What follows belongs to an exercise in optimizing a design on an open flow for small area, a short achievable clock period and few clock cycles per item; a production flow would make more cautious choices.
At most, simulation tests tie the RTL to the original design; equivalence was not proved.
Only the layout flow was run in runs 3 to 6; the RTL was not checked for function there.

==> design/flow/design.v <==
module temperature_calculator (
  input  logic               clk,
  input  logic               rst_n,
  input  logic               start,
  input  logic [31:0]        tc_base,
  input  logic [7:0]         tc_ref,
  input  logic [15:0]        adc_data,
  output logic               busy,
  output logic               done,
  output logic               div_zero,
  output logic signed [31:0] tempc
);
  logic [31:0] p;       
  logic [15:0] r;       
  logic [17:0] x;       
  logic [16:0] m3;      
  logic [15:0] a;       
  logic [7:0]  hl;      
  logic [5:0]  kb;      
  logic [3:0]  sh;      
  logic [3:0]  cnt;     
  logic        ph;      
  logic        first;   
  logic        second;  
  logic [2:0]  sa, sb;  
  logic        fdiv;    
  logic        satf;    
  logic        last;    
  logic        sgn;
  assign tempc = p;
  function automatic logic [2:0] onehot3(input logic [1:0] v);
    onehot3 = {v == 2'd3, v == 2'd2, v == 2'd1};
  endfunction
  logic [14:0] mag_in;
  logic [5:0]  bl_base;
  logic [3:0]  sref;
  logic [3:0]  rh_in, rl_in;
  logic        base_zero, ref_zero, mag_zero;
  logic [31:0] p_in;
  assign mag_in    = adc_data[14:0];
  assign rh_in     = tc_ref[7:4];
  assign rl_in     = tc_ref[3:0];
  assign base_zero = (tc_base == 32'd0);
  assign ref_zero  = (tc_ref == 8'd0);
  assign mag_zero  = (mag_in == 15'd0);
  always_comb begin
    bl_base = 6'd0;
    for (int i = 0; i < 32; i++) if (tc_base[i]) bl_base = 6'(i + 1);
    if      (tc_ref >= 8'd182) sref = 4'd0;
    else if (tc_ref >= 8'd128) sref = 4'd1;
    else if (tc_ref >= 8'd91)  sref = 4'd2;
    else if (tc_ref >= 8'd64)  sref = 4'd3;
    else if (tc_ref >= 8'd46)  sref = 4'd4;
    else if (tc_ref >= 8'd32)  sref = 4'd5;
    else if (tc_ref >= 8'd23)  sref = 4'd6;
    else if (tc_ref >= 8'd16)  sref = 4'd7;
    else if (tc_ref >= 8'd12)  sref = 4'd8;
    else if (tc_ref >= 8'd8)   sref = 4'd9;
    else if (tc_ref >= 8'd6)   sref = 4'd10;
    else if (tc_ref >= 8'd4)   sref = 4'd11;
    else if (tc_ref >= 8'd3)   sref = 4'd12;
    else if (tc_ref >= 8'd2)   sref = 4'd13;
    else                       sref = 4'd15;
    if (ref_zero)
      p_in = mag_zero ? 32'd0 : (adc_data[15] ? 32'h8000_0001 : 32'h7FFF_FFFF);
    else
      p_in = tc_base;
  end
  logic [16:0] pp0, pp1;
  logic [18:0] s;
  always_comb begin
    pp0 = ({17{sa[0]}} & {2'd0, x[14:0]}) | ({17{sa[1]}} & {1'd0, x[14:0], 1'b0})
        | ({17{sa[2]}} & m3);
    pp1 = ({17{sb[0]}} & {2'd0, x[14:0]}) | ({17{sb[1]}} & {1'd0, x[14:0], 1'b0})
        | ({17{sb[2]}} & m3);
  end
  assign s = {4'b0, r[14:0]} + {2'b0, pp0} + {pp1, 2'b0};
  logic [17:0] bsum;
  assign bsum = {2'd0, a} + (second ? {5'd0, hl, 5'd0} : {1'b0, a, 1'b0});
  logic [6:0] k_raw;
  logic [3:0] nst;
  assign k_raw = {1'b0, kb} + {3'd0, sh};
  always_comb begin
    if (k_raw > 7'd28)      nst = 4'd8;
    else if (k_raw <= 7'd12) nst = 4'd3;
    else                    nst = 4'((k_raw + 7'd3) >> 2);
  end
  logic sat_early;
  assign sat_early = (x[14] && k_raw >= 7'd34) || (x[13] && k_raw >= 7'd35);
  logic [17:0] t;
  logic [18:0] d1, d2, d3;
  assign t  = {r, p[31:30]};
  assign d1 = {1'b0, t} - {3'b0, a};
  assign d2 = {1'b0, t} - {2'b0, a, 1'b0};
  assign d3 = {1'b0, t} - {1'b0, x};
  logic [1:0]  dig;
  logic [15:0] rn;
  always_comb begin
    if (!d3[18])      begin dig = 2'd3; rn = d3[15:0]; end
    else if (!d2[18]) begin dig = 2'd2; rn = d2[15:0]; end
    else if (!d1[18]) begin dig = 2'd1; rn = d1[15:0]; end
    else              begin dig = 2'd0; rn = t[15:0];  end
  end
  logic [31:0] satval, fin;
  logic [29:0] pneg;
  logic        sat;
  assign satval = sgn ? 32'h8000_0001 : 32'h7FFF_FFFF;
  assign pneg   = ~p[29:0] + 30'd1;
  assign sat    = p[29] || satf;
  always_comb begin
    if (sat)            fin = satval;
    else if (!sgn)      fin = {p[29:0], dig};
    else if (d1[18])    fin = {pneg, 2'b00};                
    else                fin = {~p[29:0], 2'(~dig + 2'd1)};
  end
  logic start_ok, run;
  assign start_ok = start && !busy;
  assign run      = busy && !done;
  always_ff @(posedge clk) begin
    if (start_ok) begin
      r     <= 16'd0;
      x     <= {3'd0, mag_in};
      m3    <= {2'd0, mag_in} + {1'd0, mag_in, 1'b0};
      a     <= {8'(rh_in) * 8'(rh_in), 8'(rl_in) * 8'(rl_in)};
      hl    <= tc_ref;
      second <= 1'b0;
      kb    <= bl_base;
      sa    <= onehot3(tc_base[1:0]);
      sb    <= onehot3(tc_base[3:2]);
      fdiv  <= 1'b0;
      satf  <= 1'b0;
      sh    <= sref;
      sgn   <= adc_data[15];
      ph    <= 1'b0;
      first <= 1'b1;
      cnt   <= 4'd0;
    end else if (run) begin
      if (!ph) begin
        r     <= {1'b0, s[18:4]};
        first  <= 1'b0;
        second <= first;
        cnt    <= cnt + 4'd1;
        sa    <= onehot3(p[5:4]);
        sb    <= onehot3(p[7:6]);
        if (first) begin
          hl <= 8'(hl[7:4]) * 8'(hl[3:0]);
          kb <= {2'd0, nst};
          if (sat_early) begin
            ph   <= 1'b1;
            satf <= 1'b1;
            last <= 1'b1;
          end
        end else if (second) begin
          a  <= bsum[15:0];
        end else if (cnt + 4'd1 == kb[3:0]) begin
          ph   <= 1'b1;
          fdiv <= (kb[3:0] == 4'd8);
          x    <= bsum;
          cnt  <= 4'({kb[3:0], 1'b0} - 5'd1);
          last <= 1'b0;
        end
      end else begin
        r    <= rn;
        cnt  <= cnt - 4'd1;
        fdiv <= 1'b0;
        satf <= fdiv && !d2[18];
        last <= (cnt == 4'd1) || (fdiv && !d2[18]);
      end
    end
  end
  always_ff @(posedge clk or negedge rst_n) begin
    if (!rst_n) begin
      busy     <= 1'b0;
      done     <= 1'b0;
      div_zero <= 1'b0;
      p        <= 32'd0;
    end else if (!busy) begin
      busy <= start;
      if (start) begin
        div_zero <= ref_zero;
        p        <= p_in;
        done     <= base_zero || ref_zero;
      end
    end else if (done) begin
      busy <= 1'b0;
      done <= 1'b0;
    end else if (!ph) begin
      p <= {s[3:0], p[31:4]};
    end else if (last) begin
      p    <= fin;
      done <= 1'b1;
    end else begin
      p <= {p[29:0], dig};
    end
  end
endmodule
==> design/flow/flow/run.sh <==
#!/bin/bash
# Standard layout with buf_4 port buffers.
export BUFFER_PORTS_ARGS="-buffer_cell sky130_fd_sc_hd__buf_4"
bash standard.sh > standard_run.log 2>&1
==> design/flow/standard.sh <==
#!/bin/bash
# synth_recipe.tcl (not shown) runs the flow's synth.tcl, then flattens the netlist and writes it again
# the make line also repeats each setting of config.mk as NAME=value (left out here)
make -C /OpenROAD-flow-scripts/flow DESIGN_CONFIG=/design/flow/config.mk WORK_HOME=/design/flow/orfs CLKGATE_MAP_FILE= SYNTH_SCRIPT=/design/flow/synth_recipe.tcl "${@:-finish}"
==> design/flow/config.mk <==
export PLATFORM = sky130hd
export DESIGN_NAME = temperature_calculator
export DESIGN_NICKNAME = temperature_calculator
export VERILOG_FILES = /design/flow/design.v
export SDC_FILE = /design/flow/constraint.sdc
export NUM_CORES = 4
export LEC_CHECK = 0
export CAP_MARGIN = 20
export CORE_MARGIN = 2
export CORE_UTILIZATION = 40
export CTS_BUF_LIST = sky130_fd_sc_hd__clkbuf_4 sky130_fd_sc_hd__clkbuf_8
export SETUP_SLACK_MARGIN = 5
export SLEW_MARGIN = 20
==> design/flow/constraint.sdc <==
create_clock -name core_clock -period 8.5 [get_ports {clk}]
set_input_delay 1.7000 -clock core_clock [delete_from_list [all_inputs] [get_ports {clk}]]
set_output_delay 1.7000 -clock core_clock [all_outputs]
set_load 0.01 [all_outputs]
==> results.sh, run 1 <==
export IMPL_status="timing/DRC/antenna clean"
export IMPL_finalSetupViolCount=0
export IMPL_die_w_um=195
export IMPL_crit_slowest_cell="fa_1"
export IMPL_final_hold_viol_count=0
export IMPL_slew_headroom_pct=32.0
export IMPL_core_area_um2=35700
export IMPL_tns_ns=0
export IMPL_endpoint_kind="flop"
export IMPL_ys_warn_count=1
export IMPL_worstRegToRegCells=14
export IMPL_yosysSeqAreaShare_pct=25.1
export IMPL_drive_gt1_share_pct=15.9
export IMPL_drt_total_wl_mm=52.6
export IMPL_clockRootBuffer="clkbuf_8"
export IMPL_synth_top_cell_area_share_pct=15.2
export IMPL_netlist_instances=1823
export IMPL_dr_pass1_iters=7
export IMPL_antenna_found_initial=1
export IMPL_setup_worst_path_start_class="flop"
export IMPL_grt_use_total_pct=27.2
export IMPL_fin_nets=2137
export IMPL_cts_path_max_buffers=2
export IMPL_hpwl_mm=37.6
export IMPL_ios=94
export IMPL_wire_per_inst_um=22.0
export IMPL_grt_pass1_wl_mm=80.7
export IMPL_critPathTopFamily="compound AO/OA/AOI/OAI gates"
export IMPL_worstHoldPathCells=2
export IMPL_path_clk_slew_ns=0.11
export IMPL_grt_pass1_vias=14200
export IMPL_cts_tree="built"
export IMPL_skew_ns=0.0301
export IMPL_yosysUniqueCellTypes=77
export IMPL_cts_buffers=17
export IMPL_clkLatencyLatePin_ns=0.51
export IMPL_drt_iter0_drc=1654
export IMPL_fmax_mhz=269
export IMPL_synth_area_leaders="edfxtp_1, ha_1, dfrtp_1"
export IMPL_finalMaxSlewViolations=0
export IMPL_holdBufCountCts=0
export IMPL_viasPerCell=6.19
export IMPL_synth_flop_cell="edfxtp_1"
export IMPL_grt_max_degree=71
export IMPL_syn_nets=2045
export IMPL_path_max_fanout=3
export IMPL_initial_core_util_pct=40.8
export IMPL_rsz0062_at_grt="true"
export IMPL_ant_nets=0
export IMPL_drc=0
export IMPL_path_class="flop to flop"
export IMPL_tightest_slew_ns=1.02
export IMPL_final_cell_mix="nand2_1, buf_4, nor2_1"
export IMPL_cp_cell_sequence="buf_6 > a222oi_1 > fa_1 > inv_2 > ha_4 > a211o_1 > a2111oi_4 > o21ba_4 > o21bai_4 > a21oi_2 > o21ai_2 > a31oi_1 > xor2_1 > o221a_2"
export IMPL_vias=14800
export IMPL_dieArea_um2=38000
export IMPL_die_h_um=195
export IMPL_async_reset_ff_share_pct=25.5
export IMPL_syn_area_per_cell_um2=7.99
export IMPL_ctsHtreeMaxLevel=4
export IMPL_synth_edff_count=74
export IMPL_final_common_cell="nand2_1"
export IMPL_cp_num_cells=14
export IMPL_synth_seq_cells=137
export IMPL_cap_violations=0
export IMPL_required_ns=8.96
export IMPL_num_rows=69
export IMPL_critPathBufInv=2
export IMPL_io_buffer_count=93
export IMPL_synth_top_cell_by_area="edfxtp_1"
export IMPL_grt_ovfl_total=0
export IMPL_period_needed_ns=3.71
export IMPL_post_dp_cell_area_um2=15800
export IMPL_finalInstanceArea_um2=17100
export IMPL_globalplace_congestion=0.956
export IMPL_arrival_ns=4.17
export IMPL_synth_area_um2=14600
export IMPL_hp_class="flop to flop"
export IMPL_syn_to_final_growth_pct=17.1
export IMPL_max_stage_delay_ns=0.49
export IMPL_finalCritPeriodShare_pct=43.7
export IMPL_cts_sinks=137
## cells in the mapped netlist (all sizes together) (14+ instances only)
library cell,count
and2,20
nand2b,21
o211ai,18
a31oi,18
dfxtp,28
buf,14
clkbuf,77
nor2,150
o21ai,142
nor3,45
a222oi,29
xor2,35
fa,26
o21a,29
a211oi,36
dfrtp,35
nand2,170
a21oi,141
xnor2,51
a211o,17
nor2b,28
inv,147
ha,137
nor4,20
a21o,40
nand3,48
edfxtp,74
## state kept, by name, summed over array words and instances, names as in the netlist
name / flops
done: 1
r: 16
satf: 1
ph: 1
m3: 17
cnt: 4
div_zero: 1
second: 1
kb: 6
a: 16
x: 18
fdiv: 1
busy: 1
sb: 3
hl: 8
last: 1
first: 1
sgn: 1
sa: 3
sh: 4
p: 32
## metrics by stage
stage          hold slack (ns)  setup slack, ns  utilization (%)  cells
2_1_floorplan            0.442             4.97                -   1823
3_3_place_gp             0.467             3.99             44.1   2306
5_1_grt                  0.523             4.57             47.8   2389
6_report                 0.488             4.79             47.8   2390
3_5_place_dp             0.477             3.95             44.1   2306
4_1_cts                  0.492             4.82             46.7   2375
## kinds of logic after synthesis
family,after synthesis,share of synthesized area [%]
compound gates,619,28.5
simple gates,566,18.7
buf+inv,239,6.27
fa+ha+maj,163,15.3
flops,137,25.1
xor+xnor,86,5.17
mux,13,0.927
## layout make-up
class | instances | area [um^2]
diodes | 1 | 2.50
clock buffers | 18 | 241
clock inverters | 14 | 218
fillers | 3561 | 18700
inverters | 148 | 562
multi-input cells | 1449 | 10500
flip-flops and latches | 137 | 3670
well taps | 461 | 577
repair buffers | 161 | 1290
repair inverters | 1 | 5.00
## metal layers
metal	wire length [um]	GRT usage (%)	vias up
met4	2130	11.8	2
li1	-	-	6905
met2	23400	42.1	684
met5	17	0	-
met1	22600	36.5	7076
met3	4460	5.92	117
## path summary, 6_finish.rpt
| kind | start | to | slack [ns] |
|---|---|---|---|
| max | x[1]$_DFFE_PP_ | r[14]$_SDFFE_PP0P_ | 4.79 |
| min | x[17]$_SDFFE_PP0P_ | x[17]$_SDFFE_PP0P_ | 0.49 |
| max reg2reg | x[1]$_DFFE_PP_ | r[14]$_SDFFE_PP0P_ | 4.79 |
| min reg2reg | x[17]$_SDFFE_PP0P_ | x[17]$_SDFFE_PP0P_ | 0.49 |
| max in group asynchronous | rst_n | p[31]$_DFFE_PN0P_ | 6.94 |
| min in group asynchronous | rst_n | p[27]$_DFFE_PN0P_ | 1.18 |
## worst min-delay path, cell delays in order, from the launching register on
cell and delay (ns):
dfxtp_1 0.31, inv_1 0.07, o32ai_1 0.07
## timing repair
action	in CTS	in global routing
cloned	3	1
buffers inserted	34	13
gates resized for setup	49	55
pin swaps	22	50
setup endpoints to repair	51	60
Testbench counts, summed over its fixed seeds: cycles 10,650, items 960.
==> inputs of run 2 (changes only) <==
==> design/flow/flow/run.sh (replaced) <==
#!/bin/bash
# Standard layout with buf_4 port buffers and a setup repair margin of 5.5 ns.
export BUFFER_PORTS_ARGS="-buffer_cell sky130_fd_sc_hd__buf_4"
export SETUP_SLACK_MARGIN=5.5
bash standard.sh > standard_run.log 2>&1
--- a/design/flow/config.mk
+++ b/design/flow/config.mk
@@ -10,4 +10,3 @@
 export CORE_UTILIZATION = 40
 export CTS_BUF_LIST = sky130_fd_sc_hd__clkbuf_4 sky130_fd_sc_hd__clkbuf_8
-export SETUP_SLACK_MARGIN = 5
 export SLEW_MARGIN = 20
==> run 2 against run 1 <==
Die area unchanged. First-iteration DRC count grew 4.8%. Non-clock buffer count up 116. Clock skew down 0.014 ns. Cell count increased by 4.9%. Final area rose by 12%. Worst hold slack worse by 0.021 ns. Still clean on timing, DRC and antenna. Critical path depth is 1 lower. Count of clock-buffer cells in the layout down 1.
==> results.sh, run 2 <==
export IMPL_dr_pass1_iters=11
export IMPL_largest_reg_flops=32
export IMPL_dp_slack_ns=3.88
export IMPL_core_area_um2=35700
export IMPL_endpoint_kind="flop"
export IMPL_slew_headroom_pct=11.7
export IMPL_dieArea_um2=38000
export IMPL_fmax_mhz=260
export IMPL_cts_path_max_buffers=2
export IMPL_initial_core_util_pct=40.8
export IMPL_netlist_instances=1823
export IMPL_grt_pass1_wl_mm=86.3
export IMPL_synth_area_leaders="edfxtp_1, ha_1, dfrtp_1"
export IMPL_cts_sinks=137
export IMPL_hp_class="flop to flop"
export IMPL_ctsHtreeMaxLevel=4
export IMPL_grt_use_total_pct=29.2
export IMPL_num_rows=69
export IMPL_synth_most_common_cell="nand2_1"
export IMPL_grt_pass1_vias=14900
export IMPL_finalMaxSlewViolations=0
export IMPL_arrival_ns=4.31
export IMPL_regMostFlops="p"
export IMPL_path_max_fanout=3
export IMPL_reg_largest_list="p x32, x x18, m3 x17"
export IMPL_viasPerCell=6.23
export IMPL_io_buffer_count=93
export IMPL_antenna_found_initial=0
export IMPL_ant_nets=0
export IMPL_status="timing/DRC/antenna clean"
export IMPL_fin_nets=2254
export IMPL_finalWorstSetupSlack_ns=4.65
export IMPL_synth_top_cell_area_share_pct=15.2
export IMPL_period_needed_ns=3.85
export IMPL_ios=94
export IMPL_syn_nets=2045
export IMPL_drt_total_wl_mm=56.7
export IMPL_yosysSeqAreaShare_pct=25.1
export IMPL_async_reset_ff_share_pct=25.5
export IMPL_clockRootBuffer="clkbuf_8"
export IMPL_drive_gt1_share_pct=28.7
export IMPL_drc=0
export IMPL_globalplace_congestion=0.925
export IMPL_final_cell_mix="buf_4, nand2_1, nor2_1"
export IMPL_drt_iter0_drc=1733
export IMPL_worstRegToRegCells=13
export IMPL_holdBufCountCts=0
export IMPL_path_class="flop to flop"
export IMPL_finalCritPeriodShare_pct=45.2
export IMPL_wire_per_inst_um=22.6
export IMPL_yosysUniqueCellTypes=77
export IMPL_skew_ns=0.0158
export IMPL_grt_ovfl_total=0
export IMPL_tns_ns=0
export IMPL_final_common_cell="buf_4"
export IMPL_worstHoldPathCells=2
export IMPL_syn_to_final_growth_pct=31.4
export IMPL_die_w_um=195
export IMPL_synth_seq_cells=137
export IMPL_ys_top_cells_by_count="nand2_1, nor2_1, inv_1, a21oi_1, o21ai_0"
export IMPL_finalSetupViolCount=0
export IMPL_rsz0062_at_grt="true"
export IMPL_final_hold_viol_count=0
export IMPL_synth_flop_cell="edfxtp_1"
export IMPL_die_h_um=195
export IMPL_cts_tree="built"
export IMPL_cap_violations=0
export IMPL_synth_top_cell_by_area="edfxtp_1"
export IMPL_path_clk_slew_ns=0.11
export IMPL_syn_area_per_cell_um2=7.99
export IMPL_fillCellCount=3360
export IMPL_grt_max_degree=71
export IMPL_ys_warn_count=1
export IMPL_vias=15600
export IMPL_synth_area_um2=14600
export IMPL_synth_edff_count=74
export IMPL_tightest_slew_ns=1.32
export IMPL_clkLatencyLatePin_ns=0.52
export IMPL_hpwl_mm=37.4
export IMPL_diodes=0
export IMPL_cts_buffers=17
export IMPL_setup_worst_path_start_class="flop"
export IMPL_required_ns=8.97
[run 2: cell counts after synthesis]
Identical to the previous run, type by type.
[run 2: cell families (layout without fill, tap and decap cells)]
group | after synthesis | count (layout) | synth area share (%)
mux | 13 | 13 | 0.927
buf+inv | 239 | 458 | 6.27
fa+ha+maj | 163 | 163 | 15.3
compound gates | 619 | 621 | 28.5
simple gates | 566 | 567 | 18.7
xor+xnor | 86 | 86 | 5.17
flops | 137 | 137 | 25.1
[run 2: worst max-delay path: stages, from the launching register on]
cell and delay [ns]:
edfxtp_1 0.50, a222oi_1 0.57, fa_1 0.52, inv_2 0.10, ha_4 0.21, a211o_4 0.35
a2111oi_4 0.30, o21ba_4 0.19, o21bai_4 0.07, a21oi_2 0.16, o21ai_2 0.07, a31oi_1 0.18
xor2_1 0.31, o221a_2 0.25
[run 2: layer usage]
metal	part of all wire, %	global-route usage (%)
met4	4.5	14.1
met1	41	38.1
met5	0	0
met2	45	45.9
met3	8.8	6.40
[run 2: through the flow]
step | util, % | instance area (um^2) | hold slack [ns] | instances
2_1_floorplan | - | 15100 | 0.442 | 1823
3_3_place_gp | 44.7 | 16000 | 0.463 | 2302
3_5_place_dp | 44.7 | 16000 | 0.472 | 2302
4_1_cts | 51.5 | 18400 | 0.471 | 2472
5_1_grt | 53.6 | 19100 | 0.502 | 2506
6_report | 53.6 | 19100 | 0.467 | 2506
[run 2: worst paths after layout]
check	from	to	slack [ns]
worst max-delay path	x[2]$_DFFE_PP_	r[14]$_SDFFE_PP0P_	4.65
worst max register to register	x[2]$_DFFE_PP_	r[14]$_SDFFE_PP0P_	4.65
min in group asynchronous	rst_n	p[19]$_DFFE_PN0P_	1.16
worst min-delay path	x[16]$_SDFFE_PP0P_	x[16]$_SDFFE_PP0P_	0.47
max in group asynchronous	rst_n	p[20]$_DFFE_PN0P_	6.93
worst min register to register	x[16]$_SDFFE_PP0P_	x[16]$_SDFFE_PP0P_	0.47
[run 2: what timing repair did]
item                       in CTS  in global routing
pin swaps                     140                 96
gates cloned                   10                  0
setup endpoints to repair     121                115
hold endpoints to repair        0                  0
resized for setup             206                105
setup buffers                 128                 34
[run 2: final cells by class]
cell class / count / area, um^2 / share of cell area [%]
clock buffer: 17 / 234 / 1.22
multi-input combinational: 1450 / 11400 / 59.7
sequential: 137 / 3680 / 19.2
timing repair buffer: 277 / 2470 / 12.9
timing repair inverter: 1 / 5.00 / 0.0261
clock inverter: 15 / 180 / 0.941
inverter: 148 / 571 / 2.98
tap: 461 / 577 / 3.01
==> inputs of run 3 (changes only) <==
--- a/design/flow/design.v
+++ b/design/flow/design.v
@@ -23,13 +23,8 @@
   logic        first;   
   logic        second;  
-  logic [2:0]  sa, sb;  
-  logic        fdiv;    
-  logic        satf;    
   logic        last;    
   logic        sgn;
+  logic        ovf;     
   assign tempc = p;
-  function automatic logic [2:0] onehot3(input logic [1:0] v);
-    onehot3 = {v == 2'd3, v == 2'd2, v == 2'd1};
-  endfunction
   logic [14:0] mag_in;
   logic [5:0]  bl_base;
@@ -70,10 +65,18 @@
   logic [18:0] s;
   always_comb begin
-    pp0 = ({17{sa[0]}} & {2'd0, x[14:0]}) | ({17{sa[1]}} & {1'd0, x[14:0], 1'b0})
-        | ({17{sa[2]}} & m3);
-    pp1 = ({17{sb[0]}} & {2'd0, x[14:0]}) | ({17{sb[1]}} & {1'd0, x[14:0], 1'b0})
-        | ({17{sb[2]}} & m3);
+    case (p[1:0])
+      2'd0:    pp0 = 17'd0;
+      2'd1:    pp0 = {2'd0, x[14:0]};
+      2'd2:    pp0 = {1'd0, x[14:0], 1'b0};
+      default: pp0 = m3;
+    endcase
+    case (p[3:2])
+      2'd0:    pp1 = 17'd0;
+      2'd1:    pp1 = {2'd0, x[14:0]};
+      2'd2:    pp1 = {1'd0, x[14:0], 1'b0};
+      default: pp1 = m3;
+    endcase
   end
-  assign s = {4'b0, r[14:0]} + {2'b0, pp0} + {pp1, 2'b0};
+  assign s = {4'b0, first ? 15'd0 : r[14:0]} + {2'b0, pp0} + {pp1, 2'b0};
   logic [17:0] bsum;
   assign bsum = {2'd0, a} + (second ? {5'd0, hl, 5'd0} : {1'b0, a, 1'b0});
@@ -86,6 +89,4 @@
     else                    nst = 4'((k_raw + 7'd3) >> 2);
   end
-  logic sat_early;
-  assign sat_early = (x[14] && k_raw >= 7'd34) || (x[13] && k_raw >= 7'd35);
   logic [17:0] t;
   logic [18:0] d1, d2, d3;
@@ -107,5 +108,5 @@
   assign satval = sgn ? 32'h8000_0001 : 32'h7FFF_FFFF;
   assign pneg   = ~p[29:0] + 30'd1;
-  assign sat    = p[29] || satf;
+  assign sat    = ovf || p[29];
   always_comb begin
     if (sat)            fin = satval;
@@ -118,6 +119,8 @@
   assign run      = busy && !done;
   always_ff @(posedge clk) begin
+    r <= ph ? rn : {1'b0, s[18:4]};
+  end
+  always_ff @(posedge clk) begin
     if (start_ok) begin
-      r     <= 16'd0;
       x     <= {3'd0, mag_in};
       m3    <= {2'd0, mag_in} + {1'd0, mag_in, 1'b0};
@@ -126,10 +129,7 @@
       second <= 1'b0;
       kb    <= bl_base;
-      sa    <= onehot3(tc_base[1:0]);
-      sb    <= onehot3(tc_base[3:2]);
-      fdiv  <= 1'b0;
-      satf  <= 1'b0;
       sh    <= sref;
       sgn   <= adc_data[15];
+      ovf   <= 1'b0;
       ph    <= 1'b0;
       first <= 1'b1;
@@ -137,23 +137,14 @@
     end else if (run) begin
       if (!ph) begin
-        r     <= {1'b0, s[18:4]};
         first  <= 1'b0;
         second <= first;
         cnt    <= cnt + 4'd1;
-        sa    <= onehot3(p[5:4]);
-        sb    <= onehot3(p[7:6]);
         if (first) begin
           hl <= 8'(hl[7:4]) * 8'(hl[3:0]);
           kb <= {2'd0, nst};
-          if (sat_early) begin
-            ph   <= 1'b1;
-            satf <= 1'b1;
-            last <= 1'b1;
-          end
         end else if (second) begin
           a  <= bsum[15:0];
         end else if (cnt + 4'd1 == kb[3:0]) begin
           ph   <= 1'b1;
-          fdiv <= (kb[3:0] == 4'd8);
           x    <= bsum;
           cnt  <= 4'({kb[3:0], 1'b0} - 5'd1);
@@ -161,9 +152,7 @@
         end
       end else begin
-        r    <= rn;
         cnt  <= cnt - 4'd1;
-        fdiv <= 1'b0;
-        satf <= fdiv && !d2[18];
-        last <= (cnt == 4'd1) || (fdiv && !d2[18]);
+        last <= (cnt == 4'd1);
+        ovf  <= ovf || (r >= a);
       end
     end
==> design/flow/flow/run.sh (replaced) <==
#!/bin/bash
# Standard layout with buf_4 port buffers.
export BUFFER_PORTS_ARGS="-buffer_cell sky130_fd_sc_hd__buf_4"
bash standard.sh > standard_run.log 2>&1
--- a/design/flow/config.mk
+++ b/design/flow/config.mk
@@ -9,4 +9,4 @@
 export CORE_MARGIN = 2
 export CORE_UTILIZATION = 40
-export CTS_BUF_LIST = sky130_fd_sc_hd__clkbuf_4 sky130_fd_sc_hd__clkbuf_8
+export SETUP_SLACK_MARGIN = 5
 export SLEW_MARGIN = 20
==> run 3 against run 2 <==
Wire length shrank 6.4%. Cell count is 5.3% lower. Non-clock buffer count shrank 106. Die area fell by 0.98%. Count of clock-buffer cells in the layout grew 3. Flip-flop and latch count is 7 lower. Sequential share of layout area grew 0.62 points.
==> results.sh, run 3 <==
export IMPL_status="timing/DRC/antenna clean"
export IMPL_num_rows=69
export IMPL_final_hold_viol_count=0
export IMPL_crit_slowest_cell="dfrtp_2"
export IMPL_finalCritPeriodShare_pct=44.5
export IMPL_tightest_slew_ns=1.16
export IMPL_drt_total_wl_mm=53.1
export IMPL_final_common_cell="nand2_1"
export IMPL_rsz0062_at_grt="true"
export IMPL_synth_compound_area_share_pct=28.7
export IMPL_yosysUniqueCellTypes=87
export IMPL_critPathBufInv=2
export IMPL_cts_buffers=17
export IMPL_syn_nets=2030
export IMPL_synth_area_leaders="edfxtp_1, ha_1, dfrtp_1"
export IMPL_synthSimpleGateAreaFrac_pct=18.8
export IMPL_path_clk_slew_ns=0.06
export IMPL_synth_top_family_by_area="compound AO/OA/AOI/OAI gates"
export IMPL_syn_to_final_growth_pct=21.2
export IMPL_fmax_mhz=264
export IMPL_finalSetupViolCount=0
export IMPL_largest_reg_flops=32
export IMPL_io_buffer_count=93
export IMPL_setup_worst_path_start_class="flop"
export IMPL_viasPerCell=6.17
export IMPL_yosysSeqAreaShare_pct=24.0
export IMPL_synth_top_cell_area_share_pct=14.2
export IMPL_hp_class="flop to flop"
export IMPL_synth_seq_cells=130
export IMPL_synth_top_cell_by_area="edfxtp_1"
export IMPL_final_cell_mix="nand2_1, buf_4, a21oi_1"
export IMPL_grt_use_total_pct=27.0
export IMPL_vias=14600
export IMPL_slew_headroom_pct=21.8
export IMPL_endpoint_kind="flop"
export IMPL_cp_cell_sequence="inv_2 > ha_4 > a22oi_1 > o21ai_1 > ha_1 > ha_4 > fa_2 > a211o_1 > a21o_1 > a31o_2 > a211o_1 > nand2_2 > buf_4 > xor2_1 > nor2_1 > a31o_2"
export IMPL_holdBufCountCts=0
export IMPL_path_class="flop to flop"
export IMPL_cts_sinks=130
export IMPL_clkLatencyLatePin_ns=0.45
export IMPL_regMostFlops="p"
export IMPL_grt_pass1_vias=13600
export IMPL_globalplace_congestion=0.929
export IMPL_period_needed_ns=3.78
export IMPL_synth_mux_area_share_pct=1.25
export IMPL_tns_ns=0
export IMPL_grt_pass1_wl_mm=79.6
export IMPL_die_h_um=194
export IMPL_drc=0
export IMPL_required_ns=8.83
export IMPL_antenna_found_initial=1
export IMPL_ant_nets=0
export IMPL_cts_path_max_buffers=2
export IMPL_arrival_ns=4.11
export IMPL_initial_core_util_pct=40.6
export IMPL_cts_tree="built"
export IMPL_grt_ovfl_total=0
export IMPL_drt_iter0_drc=1761
export IMPL_synth_flop_cell="edfxtp_1"
export IMPL_fin_util_pct=49.1
export IMPL_syn_area_per_cell_um2=8.06
export IMPL_skew_ns=0.0157
export IMPL_fillCellCount=3438
export IMPL_ios=94
export IMPL_hpwl_mm=38.1
export IMPL_ctsHtreeMaxLevel=4
export IMPL_timing_rr_end="r[9]$_DFF_P_"
export IMPL_cp_num_cells=16
export IMPL_path_max_fanout=4
export IMPL_reg_largest_list="p x32, x x18, m3 x17"
export IMPL_grt_max_degree=63
export IMPL_critPathTopFamily="compound AO/OA/AOI/OAI gates"
export IMPL_cap_violations=0
export IMPL_die_w_um=194
export IMPL_max_stage_delay_ns=0.46
export IMPL_fin_nets=2138
export IMPL_synth_xor_area_share_pct=5.10
export IMPL_finalMaxSlewViolations=0
export IMPL_async_reset_ff_share_pct=26.9
export IMPL_ys_warn_count=1
export IMPL_clockRootBuffer="clkbuf_16"
export IMPL_dieArea_um2=37600
export IMPL_crit_start="p[1]$_DFFE_PN0P_"
export IMPL_synth_edff_count=68
export IMPL_synthAdderAreaFrac_pct=17.1
export IMPL_cp_endpoint="r[9]$_DFF_P_"
export IMPL_netlist_instances=1790
export IMPL_worstRegToRegCells=16
export IMPL_dr_pass1_iters=6
export IMPL_r2r_setup_slack_ns=4.72
export IMPL_ys_top_cells_by_count="a21oi_1, o21ai_0, nand2_1, ha_1, nor2_1"
export IMPL_synth_area_um2=14400
export IMPL_timing_rr_start="p[1]$_DFFE_PN0P_"
export IMPL_drive_gt1_share_pct=18.7
export IMPL_core_area_um2=35600
export IMPL_wire_per_inst_um=22.4
[run 3: cell types whose count changed in the layout (fill, tap and decap cells not counted), moves of 14 or more]
cell       before  now
clkbuf_16       0   20
a21oi_2        43   16
nand3_1        40   26
buf_6          41    7
ha_1          117  140
inv_1         126   97
buf_4         220  147
o21ai_0        95  133
a21oi_1        97  146
a222oi_1       29    0
clkbuf_8       18    2
nor2b_1        20   35
[run 3: cells by family after synthesis]
group                    count (synthesis)
AND/OR/NAND/NOR                        552
AO/OA/AOI/OAI                          638
multiplexers                            17
buffers and inverters                  188
XOR/XNOR                                84
flip-flops                             130
adder cells (fa/ha/maj)                181
[run 3: worst min path at each step]
stage                     depth (start not counted)  slack [ns]                 end          startpoint
final                                             2        0.48  x[16]$_SDFFE_PP0P_  x[16]$_SDFFE_PP0P_
after global routing                              2        0.49  x[16]$_SDFFE_PP0P_  x[16]$_SDFFE_PP0P_
after CTS                                         2        0.48  x[16]$_SDFFE_PP0P_  x[16]$_SDFFE_PP0P_
after detailed placement                          2        0.47  x[16]$_SDFFE_PP0P_  x[16]$_SDFFE_PP0P_
after global placement                            2        0.46  x[16]$_SDFFE_PP0P_  x[16]$_SDFFE_PP0P_
after floorplan                                   2        0.44  x[17]$_SDFFE_PP0P_  x[17]$_SDFFE_PP0P_
[run 3: per-stage QoR]
stage	cells	cell area (um^2)	hold WS, ns	setup slack, ns
floorplan	1790	14700	0.442	4.75
global placement	2278	15700	0.461	3.57
detailed placement	2278	15700	0.468	3.53
CTS	2339	16800	0.476	4.77
global route	2372	17500	0.492	4.59
finish	2373	17500	0.476	4.72
[run 3: layer usage]
| layer | wire [um] | vias up | track usage (%) |
|---|---|---|---|
| met5 | 0 | - | 0 |
| met4 | 1700 | 0 | 8.22 |
| met3 | 5050 | 129 | 5.83 |
| met2 | 23600 | 711 | 42.4 |
| met1 | 22700 | 6986 | 37.1 |
| li1 | - | 6808 | - |
[run 3: final cells by class]
class,count,area (um^2),share of cell area (%)
Multi-Input combinational cell,1473,10900,62.4
Sequential cell,130,3470,19.8
Timing Repair Buffer,171,1540,8.79
Tap cell,461,577,3.30
Clock buffer,20,447,2.56
Inverter,105,407,2.33
Clock inverter,12,134,0.766
Antenna cell,1,2.50,0.0143
[run 3: repair_timing]
| action | CTS | global route |
|---|---|---|
| buffers inserted | 26 | 30 |
| setup endpoints to repair | 56 | 59 |
| gates cloned | 3 | 3 |
| resized for setup | 61 | 91 |
| pin swaps | 32 | 63 |
[run 3: worst reg2reg max path: cells and delay by family, from the launching register on]
kind	cells	cell delay, ns
XOR/XNOR	1	0.15
flip-flops	1	0.46
AO/OA/AOI/OAI	7	1.67
buffers and inverters	2	0.21
AND/OR/NAND/NOR	2	0.13
adder cells (fa/ha/maj)	4	1.04
==> inputs of run 4 (changes only) <==
--- a/design/flow/design.v
+++ b/design/flow/design.v
@@ -25,5 +25,4 @@
   logic        last;    
   logic        sgn;
-  logic        ovf;     
   assign tempc = p;
   logic [14:0] mag_in;
@@ -108,5 +107,5 @@
   assign satval = sgn ? 32'h8000_0001 : 32'h7FFF_FFFF;
   assign pneg   = ~p[29:0] + 30'd1;
-  assign sat    = ovf || p[29];
+  assign sat    = p[29];
   always_comb begin
     if (sat)            fin = satval;
@@ -131,5 +130,4 @@
       sh    <= sref;
       sgn   <= adc_data[15];
-      ovf   <= 1'b0;
       ph    <= 1'b0;
       first <= 1'b1;
@@ -154,5 +152,4 @@
         cnt  <= cnt - 4'd1;
         last <= (cnt == 4'd1);
-        ovf  <= ovf || (r >= a);
       end
     end
==> run 4 against run 3 <==
Via count shrank 1.1%. Core utilization shrank 1.0 points. Maximum frequency grew 1.1%. Non-clock buffer count shrank 2. Clock skew shrank 0.0018 ns. Global-route usage shrank 0.72 points. Final area shrank 2.0%. Synthesized cell count shrank 0.56%. Worst hold slack gained 0.011 ns.
==> results.sh, run 4 <==
export IMPL_num_rows=69
export IMPL_initial_core_util_pct=40.5
export IMPL_async_reset_ff_share_pct=27.1
export IMPL_cts_tree="built"
export IMPL_dr_pass1_iters=7
export IMPL_status="timing/DRC/antenna clean"
export IMPL_drive_gt1_share_pct=16.6
export IMPL_r2r_setup_slack_ns=4.76
export IMPL_syn_nets=2004
export IMPL_synth_edff_count=68
export IMPL_path_clk_slew_ns=0.07
export IMPL_final_hold_viol_count=0
export IMPL_vias=14500
export IMPL_synth_area_um2=14400
export IMPL_clkLatencyLatePin_ns=0.44
export IMPL_endpoint_kind="flop"
export IMPL_placed_cells=2267
export IMPL_synth_area_leaders="edfxtp_1, ha_1, dfrtp_1"
export IMPL_cap_violations=0
export IMPL_syn_area_per_cell_um2=8.10
export IMPL_viasPerCell=6.13
export IMPL_final_common_cell="nand2_1"
export IMPL_path_class="flop to flop"
export IMPL_timing_rr_end="r[13]$_DFF_P_"
export IMPL_drt_total_wl_mm=51.4
export IMPL_crit_start="p[1]$_DFFE_PN0P_"
export IMPL_slew_headroom_pct=34.3
export IMPL_grt_pass1_vias=13400
export IMPL_timing_rr_start="p[1]$_DFFE_PN0P_"
export IMPL_dieArea_um2=37600
export IMPL_cp_endpoint="r[13]$_DFF_P_"
export IMPL_cts_path_max_buffers=2
export IMPL_holdBufCountCts=0
export IMPL_ios=94
export IMPL_finalCritPeriodShare_pct=44.0
export IMPL_grt_use_total_pct=26.2
export IMPL_diodes=0
export IMPL_worstRegToRegCells=14
export IMPL_ys_warn_count=1
export IMPL_die_w_um=194
export IMPL_setup_worst_path_start_class="flop"
export IMPL_hpwl_mm=37.6
export IMPL_fin_cells=2359
export IMPL_reg_largest_list="p x32, x x18, m3 x17"
export IMPL_fmax_mhz=267
export IMPL_clockRootBuffer="clkbuf_16"
export IMPL_period_needed_ns=3.74
export IMPL_drt_iter0_drc=1601
export IMPL_ant_nets=0
export IMPL_antenna_found_initial=1
export IMPL_grt_ovfl_total=0
export IMPL_synth_most_common_cell="nand2_1"
export IMPL_yosysSeqAreaShare_pct=23.8
export IMPL_synth_top_cell_area_share_pct=14.2
export IMPL_required_ns=8.86
export IMPL_cts_buffers=17
export IMPL_tightest_slew_ns=0.982
export IMPL_synth_seq_cells=129
export IMPL_skew_ns=0.0139
export IMPL_finalSetupViolCount=0
export IMPL_largest_reg_flops=32
export IMPL_rsz0062_at_grt="true"
export IMPL_path_max_fanout=8
export IMPL_globalplace_congestion=0.942
export IMPL_hp_class="flop to flop"
export IMPL_ctsHtreeMaxLevel=4
export IMPL_core_area_um2=35600
export IMPL_final_cell_mix="nand2_1, buf_4, nor2_1"
export IMPL_ys_top_cells_by_count="nand2_1, o21ai_0, ha_1, nor2_1, a21oi_1"
export IMPL_yosysUniqueCellTypes=101
export IMPL_regMostFlops="p"
export IMPL_synth_top_cell_by_area="edfxtp_1"
export IMPL_grt_max_degree=54
export IMPL_finalMaxSlewViolations=0
export IMPL_cts_sinks=129
export IMPL_syn_to_final_growth_pct=18.8
export IMPL_arrival_ns=4.10
export IMPL_die_h_um=194
export IMPL_synth_flop_cell="edfxtp_1"
export IMPL_netlist_instances=1780
export IMPL_tns_ns=0
export IMPL_grt_pass1_wl_mm=78.0
export IMPL_drc=0
export IMPL_fin_nets=2109
export IMPL_wire_per_inst_um=21.8
export IMPL_io_buffer_count=93
run 4: worst min path at each step:
stage,startpoint,to,slack (ns),depth (start not counted)
after floorplan,x[17]$_SDFFE_PP0P_,x[17]$_SDFFE_PP0P_,0.44,2
after global placement,x[15]$_SDFFE_PP0P_,x[15]$_SDFFE_PP0P_,0.46,2
after detailed placement,div_zero$_DFFE_PN0P_,div_zero$_DFFE_PN0P_,0.47,2
after CTS,div_zero$_DFFE_PN0P_,div_zero$_DFFE_PN0P_,0.49,2
after global routing,x[15]$_SDFFE_PP0P_,x[15]$_SDFFE_PP0P_,0.53,2
final,div_zero$_DFFE_PN0P_,div_zero$_DFFE_PN0P_,0.49,2
run 4: critical path, stage by stage (launching register included):
cell and delay, ns:
dfrtp_2 0.48, inv_4 0.10, ha_4 0.19, a22oi_2 0.09, o21ai_2 0.16, fa_1 0.48
fa_2 0.39, a211o_1 0.32, a2111oi_4 0.47, or3_4 0.21, a21boi_2 0.05, o311a_1 0.37
nand4_1 0.10, o211ai_1 0.09, nor3_1 0.14
run 4: cells by family after synthesis:
group	share of synthesized area (%)
multiplexers	1.55
XOR/XNOR	5.28
adder cells (fa/ha/maj)	15.7
flip-flops	23.8
AO/OA/AOI/OAI	28.7
buffers and inverters	5.56
AND/OR/NAND/NOR	19.4
run 4: routing by layer:
layer	part of all wire, %	track usage, %	vias to the layer above
li1	-	-	6803
met1	46	37.9	6988
met2	45	40.4	609
met3	7.9	4.85	67
met4	1.8	6.48	2
met5	0.12	0	-
run 4: repair_timing:
| action | CTS | global route |
|---|---|---|
| resized for setup | 59 | 46 |
| setup buffers | 29 | 26 |
| gates cloned | 2 | 3 |
| pin swaps | 23 | 45 |
| endpoints found under the setup margin | 41 | 29 |
run 4: through the flow:
| stage | util [%] | hold slack [ns] | setup WS [ns] | instance area, um^2 |
|---|---|---|---|---|
| after floorplan | - | 0.441 | 4.99 | 14500 |
| after global placement | 43.7 | 0.464 | 3.38 | 15500 |
| after detailed placement | 43.7 | 0.473 | 3.32 | 15500 |
| after CTS | 46.9 | 0.486 | 4.83 | 16700 |
| after global routing | 48.1 | 0.531 | 4.67 | 17100 |
| final | 48.1 | 0.487 | 4.76 | 17100 |
run 4: layout make-up:
class	count	area, um^2
clock inverter	14	106
timing repair buffer	169	1470
fill	3507	18400
inverter	117	452
multi-input combinational	1451	10600
clock buffer	18	439
sequential	129	3450
tap	461	577
==> inputs of run 5 (changes only) <==
--- a/design/flow/design.v
+++ b/design/flow/design.v
@@ -22,5 +22,6 @@
   logic        ph;      
   logic        first;   
-  logic        second;  
+  logic        fdiv;    
+  logic [3:0]  bm;      
   logic        last;    
   logic        sgn;
@@ -28,4 +29,5 @@
   logic [14:0] mag_in;
   logic [5:0]  bl_base;
+  logic [3:0]  bl_mag;
   logic [3:0]  sref;
   logic [3:0]  rh_in, rl_in;
@@ -41,4 +43,6 @@
     bl_base = 6'd0;
     for (int i = 0; i < 32; i++) if (tc_base[i]) bl_base = 6'(i + 1);
+    bl_mag = 4'd0;
+    for (int i = 0; i < 15; i++) if (mag_in[i]) bl_mag = 4'(i + 1);
     if      (tc_ref >= 8'd182) sref = 4'd0;
     else if (tc_ref >= 8'd128) sref = 4'd1;
@@ -77,15 +81,19 @@
     endcase
   end
-  assign s = {4'b0, first ? 15'd0 : r[14:0]} + {2'b0, pp0} + {pp1, 2'b0};
+  assign s = {4'b0, r[14:0]} + {2'b0, pp0} + {pp1, 2'b0};
   logic [17:0] bsum;
-  assign bsum = {2'd0, a} + (second ? {5'd0, hl, 5'd0} : {1'b0, a, 1'b0});
+  assign bsum = {2'd0, a} + (first ? {5'd0, hl, 5'd0} : {1'b0, a, 1'b0});
   logic [6:0] k_raw;
   logic [3:0] nst;
-  assign k_raw = {1'b0, kb} + {3'd0, sh};
+  logic [4:0] msh;
+  assign msh   = {1'b0, bm} + {1'b0, sh};
+  assign k_raw = {1'b0, kb} + ((msh > 5'd15) ? {2'd0, msh - 5'd15} : 7'd0);
   always_comb begin
     if (k_raw > 7'd28)      nst = 4'd8;
-    else if (k_raw <= 7'd12) nst = 4'd3;
+    else if (k_raw <= 7'd8) nst = 4'd2;
     else                    nst = 4'((k_raw + 7'd3) >> 2);
   end
+  logic sat_early;
+  assign sat_early = ({1'b0, kb} + {2'd0, msh}) >= 7'd49;
   logic [17:0] t;
   logic [18:0] d1, d2, d3;
@@ -106,4 +114,6 @@
   logic        sat;
   assign satval = sgn ? 32'h8000_0001 : 32'h7FFF_FFFF;
+  logic sat_first;
+  assign sat_first = fdiv && !d2[18];
   assign pneg   = ~p[29:0] + 30'd1;
   assign sat    = p[29];
@@ -118,14 +128,13 @@
   assign run      = busy && !done;
   always_ff @(posedge clk) begin
-    r <= ph ? rn : {1'b0, s[18:4]};
-  end
-  always_ff @(posedge clk) begin
     if (start_ok) begin
+      r     <= 16'd0;
       x     <= {3'd0, mag_in};
       m3    <= {2'd0, mag_in} + {1'd0, mag_in, 1'b0};
       a     <= {8'(rh_in) * 8'(rh_in), 8'(rl_in) * 8'(rl_in)};
-      hl    <= tc_ref;
-      second <= 1'b0;
+      hl    <= 8'(rh_in) * 8'(rl_in);
       kb    <= bl_base;
+      bm    <= bl_mag;
+      fdiv  <= 1'b0;
       sh    <= sref;
       sgn   <= adc_data[15];
@@ -135,14 +144,13 @@
     end else if (run) begin
       if (!ph) begin
-        first  <= 1'b0;
-        second <= first;
-        cnt    <= cnt + 4'd1;
+        r     <= {1'b0, s[18:4]};
+        first <= 1'b0;
+        cnt   <= cnt + 4'd1;
         if (first) begin
-          hl <= 8'(hl[7:4]) * 8'(hl[3:0]);
+          a  <= bsum[15:0];
           kb <= {2'd0, nst};
-        end else if (second) begin
-          a  <= bsum[15:0];
         end else if (cnt + 4'd1 == kb[3:0]) begin
           ph   <= 1'b1;
+          fdiv <= (kb[3:0] == 4'd8);
           x    <= bsum;
           cnt  <= 4'({kb[3:0], 1'b0} - 5'd1);
@@ -150,4 +158,6 @@
         end
       end else begin
+        r    <= rn;
+        fdiv <= 1'b0;
         cnt  <= cnt - 4'd1;
         last <= (cnt == 4'd1);
@@ -172,5 +182,13 @@
       done <= 1'b0;
     end else if (!ph) begin
-      p <= {s[3:0], p[31:4]};
+      if (first && sat_early) begin
+        p    <= satval;
+        done <= 1'b1;
+      end else begin
+        p <= {s[3:0], p[31:4]};
+      end
+    end else if (sat_first) begin
+      p    <= satval;
+      done <= 1'b1;
     end else if (last) begin
       p    <= fin;
--- a/design/flow/config.mk
+++ b/design/flow/config.mk
@@ -9,4 +9,5 @@
 export CORE_MARGIN = 2
 export CORE_UTILIZATION = 40
+export CTS_BUF_LIST = sky130_fd_sc_hd__clkbuf_4 sky130_fd_sc_hd__clkbuf_8
 export SETUP_SLACK_MARGIN = 5
 export SLEW_MARGIN = 20
==> run 5 against run 4 <==
Highest routed layer is now met4. Critical path depth rose by 3. Maximum frequency rose by 1.6%. Worst hold slack got worse by 0.0056 ns. Non-clock buffer count rose by 76. Area after synthesis rose by 8.3%. Critical path type unchanged.
==> results.sh, run 5 <==
export IMPL_netlist_instances=1975
export IMPL_diodes=0
export IMPL_max_stage_delay_ns=0.56
export IMPL_fmax_mhz=271
export IMPL_yosysSeqAreaShare_pct=22.8
export IMPL_ctsHtreeMaxLevel=4
export IMPL_drive_gt1_share_pct=23.6
export IMPL_timing_rr_start="p[0]$_DFFE_PN0P_"
export IMPL_antenna_found_initial=0
export IMPL_synth_most_common_cell="o21ai_0"
export IMPL_drt_iter0_drc=1719
export IMPL_largest_reg_flops=32
export IMPL_path_clk_slew_ns=0.10
export IMPL_reg_largest_list="p x32, x x18, m3 x17"
export IMPL_grt_max_degree=66
export IMPL_grt_ovfl_total=0
export IMPL_tns_ns=0
export IMPL_clkLatencyLatePin_ns=0.49
export IMPL_die_h_um=202
export IMPL_finalCritPeriodShare_pct=43.3
export IMPL_ios=94
export IMPL_clockRootBuffer="clkbuf_8"
export IMPL_finalWorstSetupSlack_ns=4.82
export IMPL_syn_area_per_cell_um2=7.91
export IMPL_globalplace_congestion=0.939
export IMPL_finalSetupViolCount=0
export IMPL_synth_edff_count=72
export IMPL_worstRegToRegCells=17
export IMPL_core_area_um2=38600
export IMPL_io_buffer_count=93
export IMPL_crit_slowest_cell="fa_1"
export IMPL_status="timing/DRC/antenna clean"
export IMPL_yosysUniqueCellTypes=83
export IMPL_arrival_ns=4.05
export IMPL_setup_worst_path_start_class="flop"
export IMPL_cts_sinks=133
export IMPL_synth_top_cell_area_share_pct=13.8
export IMPL_r2r_setup_slack_ns=4.82
export IMPL_cap_violations=0
export IMPL_tightest_slew_ns=1.05
export IMPL_grt_pass1_vias=15000
export IMPL_vias=16500
export IMPL_timing_rr_end="r[13]$_SDFFE_PP0P_"
export IMPL_finalMaxSlewViolations=0
export IMPL_ant_nets=0
export IMPL_initial_core_util_pct=40.5
export IMPL_syn_nets=2221
export IMPL_cp_cell_sequence="inv_2 > ha_4 > buf_6 > a22oi_2 > nor2_1 > a21oi_2 > fa_1 > inv_2 > ha_4 > a211oi_4 > o21ai_2 > a211oi_4 > o311ai_2 > a21oi_2 > xnor2_1 > a221oi_1 > o21ai_1"
export IMPL_regMostFlops="p"
export IMPL_endpoint_kind="flop"
export IMPL_path_class="flop to flop"
export IMPL_path_max_fanout=8
export IMPL_grt_use_total_pct=27.1
export IMPL_synth_seq_cells=133
export IMPL_hpwl_mm=41.1
export IMPL_finalInstanceArea_um2=19500
export IMPL_synth_area_leaders="edfxtp_1, ha_1, o21ai_0"
export IMPL_ys_top_cells_by_count="o21ai_0, nand2_1, ha_1, a21oi_1, nor2_1"
export IMPL_cts_tree="built"
export IMPL_final_hold_viol_count=0
export IMPL_worstHoldPathCells=2
export IMPL_dr_pass1_iters=7
export IMPL_required_ns=8.87
export IMPL_synth_flop_cell="edfxtp_1"
export IMPL_final_cell_mix="buf_4, o21ai_0, nand2_1"
export IMPL_dieArea_um2=40600
export IMPL_synth_area_um2=15600
export IMPL_fin_util_pct=50.6
export IMPL_fin_nets=2382
export IMPL_rsz0062_at_grt="true"
export IMPL_hold_end="x[15]$_SDFFE_PP0P_"
export IMPL_viasPerCell=6.20
export IMPL_synth_top_cell_by_area="edfxtp_1"
export IMPL_grt_pass1_wl_mm=87.1
export IMPL_slew_headroom_pct=28.0
export IMPL_syn_to_final_growth_pct=25.0
export IMPL_cts_path_max_buffers=2
export IMPL_ys_warn_count=1
export IMPL_dp_slack_ns=4.04
export IMPL_period_needed_ns=3.68
export IMPL_holdBufCountCts=0
export IMPL_drt_total_wl_mm=58.5
export IMPL_drc=0
export IMPL_async_reset_ff_share_pct=26.3
export IMPL_min_delay_start="x[15]$_SDFFE_PP0P_"
export IMPL_final_common_cell="buf_4"
export IMPL_num_rows=72
export IMPL_hp_class="flop to flop"
export IMPL_die_w_um=202
export IMPL_skew_ns=0.0167
export IMPL_post_dp_cell_area_um2=16900
export IMPL_cts_buffers=17
export IMPL_wire_per_inst_um=21.9
==> run 5: cell types whose count changed in the layout (fill, tap and decap cells not counted), sizes merged, moves of 16 or more <==
cell,before,now
o21ai,152,196
buf,164,243
inv,120,149
a211oi,31,53
ha,139,159
nor2b,41,25
a21oi,131,156
nor2,137,153
==> run 5: worst max-delay path by stage <==
stage                     start  slack (ns)                 end
2_1_floorplan         tc_ref[1]        4.54     hl[7]$_DFFE_PP_
3_3_place_gp   p[1]$_DFFE_PN0P_        4.13  r[12]$_SDFFE_PP0P_
3_5_place_dp   p[1]$_DFFE_PN0P_        4.04  r[14]$_SDFFE_PP0P_
4_1_cts        p[0]$_DFFE_PN0P_        4.88  r[13]$_SDFFE_PP0P_
5_1_grt        p[0]$_DFFE_PN0P_        4.67  r[14]$_SDFFE_PP0P_
6_report       p[0]$_DFFE_PN0P_        4.82  r[13]$_SDFFE_PP0P_
==> run 5: through the flow <==
stage / hold WS (ns) / std cells
2_1_floorplan: 0.443 / 1975
3_3_place_gp: 0.457 / 2505
3_5_place_dp: 0.463 / 2505
4_1_cts: 0.480 / 2596
5_1_grt: 0.511 / 2667
6_report: 0.481 / 2667
==> run 5: critical path, delay by kind of cell, from the launching register on <==
family	cells	cell delay (ns)
compound gates	9	1.55
xor+xnor	1	0.07
simple gates	1	0.15
fa+ha+maj	3	1.05
flops	1	0.47
buf+inv	3	0.28
==> run 5: timing repair <==
item | CTS | global route
gates cloned | 0 | 3
buffers inserted | 59 | 68
endpoints found under the setup margin | 55 | 85
resized for setup | 81 | 189
pin swaps | 44 | 120
==> run 5: layout make-up <==
type                       instances  area, um^2
tap                              518         648
clock buffer                      17         234
clock inverter                    15         109
timing repair buffer             245        2170
fill                            3737       19000
sequential                       133        3560
multi-input combinational       1590       12200
inverter                         149         568
==> run 5: logic make-up (layout without fill, tap and decap cells) <==
family                   Yosys count  in the layout  share of synthesized area (%)
AO/OA/AOI/OAI                    743            743                           31.2
AND/OR/NAND/NOR                  560            560                           17.1
buffers and inverters            252            426                           6.84
adder cells (fa/ha/maj)          187            187                           16.3
flip-flops                       133            133                           22.8
XOR/XNOR                          91             91                           5.10
multiplexers                       9              9                          0.593
==> run 5: layer usage <==
| layer | wire length (um) | global-route usage, % | up-vias |
|---|---|---|---|
| li1 | - | - | 7624 |
| met1 | 24900 | 37.3 | 7985 |
| met2 | 27200 | 43.0 | 783 |
| met3 | 4480 | 4.42 | 149 |
| met4 | 2010 | 9.66 | 0 |
| met5 | 0 | 0 | - |
==> inputs of run 6 (changes only) <==
--- a/design/flow/config.mk
+++ b/design/flow/config.mk
@@ -8,5 +8,5 @@
 export CAP_MARGIN = 20
 export CORE_MARGIN = 2
-export CORE_UTILIZATION = 40
+export CORE_UTILIZATION = 60
 export CTS_BUF_LIST = sky130_fd_sc_hd__clkbuf_4 sky130_fd_sc_hd__clkbuf_8
 export SETUP_SLACK_MARGIN = 5
==> run 6 against run 5 <==
Still clean. Count of clock-buffer cells in the layout did not move. Flip-flop and latch count did not move. Wire length fell by 3.6%. Synthesized cell count did not move. Maximum frequency fell by 3.3%. Non-clock buffer count fell by 29. Register-to-register slack got worse by 0.13 ns.
==> results.sh, run 6 <==
export IMPL_status="timing/DRC/antenna clean"
export IMPL_drt_iter0_drc=2215
export IMPL_critPathTopFamily="compound AO/OA/AOI/OAI gates"
export IMPL_finalCritPeriodShare_pct=44.8
export IMPL_cts_path_max_buffers=2
export IMPL_final_hold_viol_count=0
export IMPL_regMostFlops="p"
export IMPL_path_clk_slew_ns=0.10
export IMPL_tns_ns=0
export IMPL_tightest_slew_ns=1.05
export IMPL_max_stage_delay_ns=0.52
export IMPL_ctsHtreeMaxLevel=4
export IMPL_syn_nets=2221
export IMPL_async_reset_ff_share_pct=26.3
export IMPL_path_max_fanout=7
export IMPL_fin_util_pct=73.4
export IMPL_skew_ns=0.0384
export IMPL_period_needed_ns=3.81
export IMPL_grt_use_total_pct=39.3
export IMPL_ant_nets=0
export IMPL_clkLatencyLatePin_ns=0.49
export IMPL_synth_area_um2=15600
export IMPL_synth_edff_count=72
export IMPL_initial_core_util_pct=60.4
export IMPL_synth_top_cell_area_share_pct=13.8
export IMPL_drt_total_wl_mm=56.4
export IMPL_vias=16800
export IMPL_cts_tree="built"
export IMPL_dieArea_um2=27300
export IMPL_synth_most_common_cell="o21ai_0"
export IMPL_num_rows=59
export IMPL_drive_gt1_share_pct=22.0
export IMPL_grt_pass1_vias=14900
export IMPL_grt_pass1_wl_mm=82.7
export IMPL_ys_warn_count=1
export IMPL_die_w_um=165
export IMPL_setup_worst_path_start_class="flop"
export IMPL_r2r_setup_slack_ns=4.69
export IMPL_final_cell_mix="buf_4, o21ai_0, nand2_1"
export IMPL_final_common_cell="buf_4"
export IMPL_synth_flop_cell="edfxtp_1"
export IMPL_placed_cells=2323
export IMPL_synth_seq_cells=133
export IMPL_yosysSeqAreaShare_pct=22.8
export IMPL_reg_largest_list="p x32, x x18, m3 x17"
export IMPL_clockRootBuffer="clkbuf_8"
export IMPL_ios=94
export IMPL_globalplace_congestion=0.931
export IMPL_viasPerCell=6.81
export IMPL_synth_top_cell_by_area="edfxtp_1"
export IMPL_die_h_um=165
export IMPL_hp_class="flop to flop"
export IMPL_finalSetupViolCount=0
export IMPL_syn_area_per_cell_um2=7.91
export IMPL_arrival_ns=4.19
export IMPL_grt_max_degree=67
export IMPL_syn_to_final_growth_pct=21.5
export IMPL_required_ns=8.88
export IMPL_antenna_found_initial=0
export IMPL_finalMaxSlewViolations=0
export IMPL_drc=0
export IMPL_io_buffer_count=93
export IMPL_ys_top_cells_by_count="o21ai_0, nand2_1, ha_1, a21oi_1, nor2_1"
export IMPL_critPathBufInv=4
export IMPL_cp_cell_sequence="inv_2 > ha_4 > buf_6 > a22oi_2 > nor2_1 > a21oi_2 > fa_1 > inv_2 > ha_4 > nor3_4 > nand2_1 > o211ai_1 > o21ai_2 > a221oi_2 > buf_4 > o21ai_1 > xor2_1 > a221oi_1"
export IMPL_rsz0062_at_grt="true"
export IMPL_core_area_um2=25800
export IMPL_cap_violations=0
export IMPL_fin_cells=2459
export IMPL_cts_buffers=17
export IMPL_hpwl_mm=38.9
export IMPL_cts_sinks=133
export IMPL_grt_ovfl_total=0
export IMPL_netlist_instances=1975
export IMPL_slew_headroom_pct=29.8
export IMPL_largest_reg_flops=32
export IMPL_wire_per_inst_um=22.9
export IMPL_fmax_mhz=263
export IMPL_endpoint_kind="flop"
export IMPL_path_class="flop to flop"
export IMPL_yosysUniqueCellTypes=83
export IMPL_crit_slowest_cell="fa_1"
export IMPL_synth_area_leaders="edfxtp_1, ha_1, o21ai_0"
export IMPL_dr_pass1_iters=6
export IMPL_fin_nets=2356
run 6: changes by cell type in the layout (fill, tap and decap cells not counted), moves of 5 or more:
cell     previous run  this run
a21oi_1           120       129
o32ai_1             4         9
buf_4             201       188
a21oi_4            10         5
ha_1              133       126
o32ai_2             6         1
ha_4               21        26
buf_6              24        14
run 6: stage by stage:
step	hold slack, ns	cell area (um^2)	setup slack [ns]
after global routing	0.513	19000	4.60
final	0.490	19000	4.69
after global placement	0.463	16700	4.26
after floorplan	0.443	16000	4.54
after CTS	0.495	18000	4.86
after detailed placement	0.482	16700	4.08
run 6: final cells by class:
cell class | count | area, um^2
Antenna cell | 1 | 2.50
Clock buffer | 17 | 234
Inverter | 149 | 576
Clock inverter | 15 | 166
Multi-Input combinational cell | 1593 | 12200
Fill cell | 2038 | 6870
Timing Repair Buffer | 216 | 1850
Tap cell | 335 | 419
Sequential cell | 133 | 3570
run 6: kinds of logic (layout without fill, tap and decap cells):
group | Yosys count | count (layout) | synth area share [%]
fa+ha+maj | 187 | 187 | 16.3
compound gates | 743 | 746 | 31.2
xor+xnor | 91 | 91 | 5.10
simple gates | 560 | 560 | 17.1
flops | 133 | 133 | 22.8
buf+inv | 252 | 397 | 6.84
mux | 9 | 9 | 0.593
other cells | 0 | 1 | 0
run 6: timing repair:
| action | 4_1_cts | 5_1_grt |
|---|---|---|
| pin swaps | 43 | 70 |
| resized for setup | 123 | 121 |
| hold buffers | 0 | 0 |
| gates cloned | 2 | 2 |
| buffers inserted | 55 | 44 |
| setup endpoints to repair | 55 | 91 |
run 6: tightest hold or removal path, cell delays in order, from the launching register on:
cell,delay (ns)
dfxtp_1,0.32
nand3_1,0.06
o21ai_0,0.07
run 6: worst paths after layout:
path	start	to	cells past startpoint
setup / recovery	p[1]$_DFFE_PN0P_	r[14]$_SDFFE_PP0P_	18
hold / removal	x[15]$_SDFFE_PP0P_	x[15]$_SDFFE_PP0P_	2
setup reg to reg	p[1]$_DFFE_PN0P_	r[14]$_SDFFE_PP0P_	18
hold reg to reg	x[15]$_SDFFE_PP0P_	x[15]$_SDFFE_PP0P_	2
max in group asynchronous	rst_n	p[0]$_DFFE_PN0P_	1
min in group asynchronous	rst_n	p[8]$_DFFE_PN0P_	1
run 6: layer usage:
layer  share of wire, %  vias to the layer above  global-route usage, %  wire (um)
li1                   -                     7604                      -          -
met3                 11                      191                   9.29       6100
met4                4.0                        0                   14.9       2260
met1                 41                     7924                   53.6      22900
met5                  0                        -                      0          0
met2                 44                     1039                   60.6      25100

static timing again, ports no longer ideal:
The results above use ideal ports. As a check the final layouts listed here were re-extracted and re-timed, cells and wires unchanged. Step 1, drivers: a clkbuf_16 drives clk and a buf_2 each remaining input, both assumed. Step 2 adds t to the input delays and takes it off the output delays; t is the mean of the earliest and latest rising clock arrival at the registers after step 1. Input paths then give back, and output paths get back, about the clock's delay inside the block. Three values: ideal, step 1, step 2; two values: the first two.
| run | t, ns | setup WS [ns] | clock arrival spread, ns | cell pins on the clock port's net |
|---|---|---|---|---|
| run 1 | 0.538 | 4.787 / 4.787 / 4.556 | 0.030 / 0.030 | 1 |
| run 2 | 0.566 | 4.654 / 4.654 / 4.654 | 0.016 / 0.015 | 1 |
| run 3 | 0.493 | 4.716 / 4.716 / 4.516 | 0.016 / 0.016 | 1 |
| run 4 | 0.485 | 4.756 / 4.756 / 4.591 | 0.014 / 0.014 | 1 |
| run 5 | 0.524 | 4.816 / 4.816 / 4.474 | 0.017 / 0.017 | 1 |
| run 6 | 0.518 | 4.691 / 4.691 / 4.466 | 0.039 / 0.039 | 1 |
After both steps setup and hold are still met in every run listed. For run 5, which loses most, drivers alone change the setup slack by 0.000 ns; drivers and shift together by -0.342 ns.
